From an optimization exercise on the open Yosys and OpenROAD flow, aimed at small area and a short achievable clock period; shortcuts taken in it are not production practice.
Function was checked by simulation only, so behaviour that the tests miss may differ from the original.
Power is estimated from default activity; no workload was simulated.

## flow/design.v (module list and top-level ports; edited modules follow where they fit)
// module worley_field_pipe: 3914 lines
// module wl_fa: 10 lines
// module wl_ha: 9 lines
module worley_field_pipe #(
  parameter int NUM_PTS    = 4,
  parameter int COORD_W    = 10,
  parameter int H_ACTIVE   = 640,
  parameter int V_ACTIVE   = 480,
  parameter int DIST_SHIFT = 8,
  parameter int OUT_W      = 8
) (
  input  logic               clk,
  input  logic               rst_n,
  input  logic               frame_start,
  input  logic               pix_valid,
  input  logic [COORD_W-1:0] x,
  input  logic [COORD_W-1:0] y,
  output logic               noise_valid,
  output logic [OUT_W-1:0]   noise,
  output logic [2:0]         cell_id,
  output logic               busy
);
  // ...
==> flow/run.sh <==
#!/bin/bash
# synth_recipe.tcl (not shown) runs the flow's synth.tcl, then flattens the netlist and writes it again
# the make line also repeats each setting of config.mk as NAME=value (left out here)
make -C /OpenROAD-flow-scripts/flow DESIGN_CONFIG=/design/flow/config.mk WORK_HOME=/design/flow/orfs CLKGATE_MAP_FILE= SYNTH_SCRIPT=/design/flow/synth_recipe.tcl finish
==> flow/config.mk <==
export PLATFORM = sky130hd
export DESIGN_NAME = worley_field_pipe
export DESIGN_NICKNAME = worley_field_pipe
export VERILOG_FILES = /design/flow/design.v
export SDC_FILE = /design/flow/constraint.sdc
export NUM_CORES = 4
export LEC_CHECK = 0
export CAP_MARGIN = 20
export CORE_MARGIN = 2
export CORE_UTILIZATION = 50
export SETUP_SLACK_MARGIN = 5.0
export SLEW_MARGIN = 20
export SYNTH_HIERARCHICAL = 1
export SYNTH_MINIMUM_KEEP_SIZE = 0
==> flow/constraint.sdc <==
create_clock -name core_clock -period 8.0 [get_ports {clk}]
set_input_delay 1.6000 -clock core_clock [delete_from_list [all_inputs] [get_ports {clk}]]
set_output_delay 1.6000 -clock core_clock [all_outputs]
set_load 0.01 [all_outputs]
==> flow_summary.toml, run 1 <==
[route]
firstDrtPassIters = 5
m1WireLength_um = 31600

[synthesis]
synthXorXnorAreaFrac = 0.0643
synth.avg_cell_area_um2 = 10.5
ffs_w_async_s_r_synth = 0
synth.mux.area_fraction = 0.00178
synthAdderAreaFrac = 0.342

[final_layout]
area_share_of_buffers_outside_the_clock_network = 0.0287
commonest_non_fill_non_tap_cell_in_the_layout = "sky130_fd_sc_hd__and2_1"
number_of_standard_cells_in_the_final_layout_excluding_fillers = 3704
most_frequent_cells_in_the_layout = "sky130_fd_sc_hd__and2_1, sky130_fd_sc_hd__dfxtp_1, sky130_fd_sc_hd__fa_1, sky130_fd_sc_hd__inv_1, sky130_fd_sc_hd__ha_1"
layout_nets = 3461
multi_input_gate_share_of_total_cell_area = 0.600
final_cell_area_mm2 = 0.0334

[sta]
final.setup.tns_ps = 0
hold_slack_ps = 322

[grt]
top_usage_layer = "met2"
via_count_of_the_first_global_routing_pass = 20600

[worst_setup_path]
worst-path-max-fanout = 2
worstPathCellList = "inv_2, fa_1, inv_1, fa_2, a21o_1, a21o_1, a21o_1, a21o_1, a21oi_2, nand2b_4, a21oi_2, nor4_4, nor3_2, fa_2, xor2_2"
crit_required_ps = 8480
slowest_stage = "sky130_fd_sc_hd__fa_2"

[pwr]
clockPowerShare = 0.190
leakagePower_nw = 13.9
power.internal_mw = 7.64

[placement]
io_buffer_count = 35
post-dp-hpwl_um = 55700
total_cell_area_at_the_placement_stage_mm2 = 0.0301

[clocking]
hold_buffer_count_at_cts = 0
cts_made_buffers = 50

[status]
status = "finished clean"
==> inputs of run 2 (changes only) <==
--- a/flow/config.mk
+++ b/flow/config.mk
@@ -8,5 +8,5 @@
 export CAP_MARGIN = 20
 export CORE_MARGIN = 2
-export CORE_UTILIZATION = 50
+export CORE_UTILIZATION = 40
 export SETUP_SLACK_MARGIN = 5.0
 export SLEW_MARGIN = 20
==> run 2 against run 1 <==
  * Critical path type unchanged
  * Largest cell class unchanged
  * First-iteration DRC count increased by 13%
  * Utilization decreased by 11 points
  * Area after synthesis unchanged
==> flow_summary.toml, run 2 <==
[synthesis]
synth_top_cells_by_area = "sky130_fd_sc_hd__dfxtp_1, sky130_fd_sc_hd__fa_1, sky130_fd_sc_hd__and2_1"
synthDistinctLibCells = 74
synth_largest_area_cell = "sky130_fd_sc_hd__dfxtp_1"
synth.net_count = 3322
syn_area_mm2 = 0.0289
ffs_w_async_s_r_synth = 0
yosys_warnings = 9
synth-edff-count = 0
synth_seq_area_share = 0.300
yosys-top-cells-count = "sky130_fd_sc_hd__dfxtp_1, sky130_fd_sc_hd__fa_1, sky130_fd_sc_hd__and2_1"
yosys.area.top_type_share = 0.300
gate_count_post_synth = 2758
most_common_cell_in_the_synthesized_netlist = "sky130_fd_sc_hd__dfxtp_1"
synth.avg_cell_area_um2 = 10.5
synth_seq_cells = 432
synth_ff_type = "sky130_fd_sc_hd__dfxtp_1"

[floorplanning]
core_area_mm2 = 0.0715
initial_utilization = 0.404
die_width_um = 273
fp.dieH_um = 273
io-pin-count = 37
floorplan.rows = 98
die_area_mm2 = 0.0743

[worst_setup_path]
crit_path_max_incr_delay_ps = 610
slowest_stage = "sky130_fd_sc_hd__fa_2"
path_common_cell = "sky130_fd_sc_hd__fa_2"
end_kind = "flip-flop"
worstPathBufferInverterCount = 0
crit_required_ps = 8470
worst-path-max-fanout = 10
worst_ep_arrival_time_ps = 3480
setup.worst_path.start_class = "flip-flop"
timing.critical_path.max_delay_family = "adder cells"
worstPathCellList = "and2_1, fa_2, fa_2, fa_2, fa_2, fa_1"
timing_worst_setup_path_type = "flip-flop to flip-flop"

[route]
detail_route.drc_violations = 0
drt-total-wl_um = 73000
drt-vias-per-instance = 5.19
post_detailed_route_wirelength_per_cell_um = 18.9
drt.antenna.violating_nets = 0
via_count = 20100
firstDrtPassIters = 5
dr.first_iter.drc_count = 1122

[placement]
gp_congestion = 0.910
total_cell_area_at_the_placement_stage_mm2 = 0.0303
post-dp-hpwl_um = 57500
detailedPlace.worstSlack_ps = 4480
io_buffer_count = 35

[sta]
maximum_operating_frequency_mhz = 333
final.setup.tns_ps = 0
final.min_clock_period_ps = 3010
final-setup-viol-count = 0
timing_max_transition_violations_final = 0
finalHoldViolCount = 0
worst_slack_ps = 4990
max_slew_margin = 0.504
finalCritPeriodShare = 0.376
finClkSkew_ps = 39.6
unrepaired_setup_endpoints_after_global_routing = "yes"
max_slew.worst_pin.slew_ps = 738

[grt]
pin_count_of_the_biggest_net_entering_global_routing = 42
grt.total_usage = 0.197
grt_remaining_overflow = 0
grt_pass1_wl_um = 115000
gr-usage-met2 = 0.338
antenna_found_initial = 3
grt.met3_usage = 0.0288
top_usage_layer = "met2"
via_count_of_the_first_global_routing_pass = 21400
gr-usage-met1 = 0.253

[clocking]
cts_made_buffers = 50
cts_tree = "built"
clk-insertion-delay-late_ps = 620
htree_num_levels = 2
hold_buffer_count_at_cts = 0
cts-root-buf = "sky130_fd_sc_hd__clkbuf_16"
ctsLongestPathBuffers = 3
clkSinkCount = 432
clkTransAtPathRegs_ps = 60

[final_layout]
final-seq-area_mm2 = 0.00894
antenna_cells = 0
most_frequent_cells_in_the_layout = "sky130_fd_sc_hd__and2_1, sky130_fd_sc_hd__dfxtp_1, sky130_fd_sc_hd__fa_1, sky130_fd_sc_hd__inv_1, sky130_fd_sc_hd__ha_1"
commonest_non_fill_non_tap_cell_in_the_layout = "sky130_fd_sc_hd__and2_1"
layout_nets = 3447
final_layout_size_suffix_gt1_frac = 0.159
area_growth_syn_to_layout_pct = 16.4
final_cell_area_mm2 = 0.0336
top_regs = "px (40), py (40)"
final.fill_count = 6471
area_occupied_by_multi_input_gates_mm2 = 0.0201

[min_path]
worstHoldPathType = "flip-flop to flip-flop"

[pwr]
p_per_area_mw_per_mm2 = 393
leakagePower_nw = 13.9
swShare = 0.410
clockPowerShare = 0.181
power.net_switching_mw = 5.41
combPwrFrac = 0.535
power.internal_mw = 7.79
ir_worst_vdd_uv = 218
power_frac_seq = 0.285

[job]
drv.max_cap_violation_count = 0

[status]
status = "finished clean"
[run 2: changes by cell type in the layout (fill, tap and decap cells not counted), moves of 4 or more]
cell                       change
sky130_fd_sc_hd__clkinv_2      +5
sky130_fd_sc_hd__inv_6         -4
sky130_fd_sc_hd__buf_4        -12
sky130_fd_sc_hd__clkbuf_2      -4
sky130_fd_sc_hd__clkinv_4      -6
sky130_fd_sc_hd__dfxtp_2      +10
sky130_fd_sc_hd__xnor2_1       -8
sky130_fd_sc_hd__dfxtp_4       -5
sky130_fd_sc_hd__clkbuf_8      +5
sky130_fd_sc_hd__dfxtp_1       -5
sky130_fd_sc_hd__xnor2_2       +7
[run 2: path summary, 6_finish.rpt]
kind                  startpoint              to  slack (ps)  cells after the start
hold / removal    rl0[1]$_DFF_P_   d0[1]$_DFF_P_         320                      0
hold reg to reg   rl0[1]$_DFF_P_   d0[1]$_DFF_P_         320                      0
setup / recovery  ay0[7]$_DFF_P_  ra0[6]$_DFF_P_        4990                      6
setup reg to reg  ay0[7]$_DFF_P_  ra0[6]$_DFF_P_        4990                      6
[run 2: what timing repair did]
item,4_1_cts,5_1_grt
pin swaps,55,70
resized for setup,232,151
endpoints found under the setup margin,85,76
cloned,0,0
setup buffers,24,43
[run 2: Yosys stat by module (local to each module, per instance)]
| module | cell area [um^2] | copies in the design | flip-flops and latches |
|---|---|---|---|
| wl_fa | 20.0 | 300 | 0 |
| worley_field_pipe | 22300 | 1 | 432 |
| wl_ha | 12.5 | 44 | 0 |
[run 2: area by class of cell]
cell class,instances,share of cell area
tap,950,0.0354
multi-input combinational,2107,0.599
clock inverter,25,0.00976
sequential,432,0.266
timing repair buffer,105,0.0264
clock buffer,66,0.0423
inverter,187,0.0211
[run 2: routing by layer]
layer  vias to the layer above  routed length (um)
li1                       9444                   -
met1                     10100               32000
met2                       454               35800
met3                       112                3020
met4                         0                2180
met5                         -                   0
[run 2: kinds of logic (layout without fill, tap and decap cells)]
group           count (synthesis)  in the layout  share of synthesized area
mux                             5              5                    0.00178
flops                         432            432                      0.300
xor+xnor                      212            212                     0.0643
fa+ha+maj                     570            570                      0.342
other cells                     1              1                   0.000130
buf+inv                       219            383                     0.0289
compound gates                379            379                     0.0865
simple gates                  940            940                      0.177
[run 2: stage by stage]
stage / power [mW] / util / std cells / hold WS [ps]
2_1_floorplan: 7.69 / - / 2758 / 310
3_3_place_gp: 9.84 / 0.424 / 3714 / 314
4_1_cts: 12.8 / 0.458 / 3829 / 316
6_report: 13.2 / 0.470 / 3872 / 323
5_1_grt: 14.3 / 0.470 / 3872 / 324
3_5_place_dp: 10.0 / 0.424 / 3714 / 312
[run 2: power by group through the flow]
stage | clock network (mW) | registers (mW) | logic [mW]
2_1_floorplan | 0 | 3.42 | 4.27
3_3_place_gp | 0 | 3.78 | 6.06
3_5_place_dp | 0 | 3.79 | 6.24
4_1_cts | 2.44 | 3.76 | 6.62
5_1_grt | 2.53 | 3.84 | 7.89
6_report | 2.38 | 3.76 | 7.06

## separate check: timing with driven ports
The results above use ideal ports. As a check the final layouts listed here were re-extracted and re-timed, cells and wires unchanged. Step 1 sets driving cells, clkbuf_16 on the clock port and buf_2 on the other inputs (assumed; they add their load-dependent delay and slew). Step 2 also shifts input and output timing later by t, the mid clock arrival at the registers, as if the neighbouring blocks saw the same clock. Three values: no drivers, after step 1, after step 2; two values: the first two.
run | t (ns) | setup WS [ns] | worst setup path at the end
run 1 | 0.645 | 5.042 / 5.042 / 4.516 | input to register
run 2 | 0.655 | 4.995 / 4.995 / 4.481 | input to register
After both steps setup and hold are still met in every run listed. The setup slack of run 1, which loses most, moves by 0.000 ns with the drivers and by -0.526 ns with both steps.
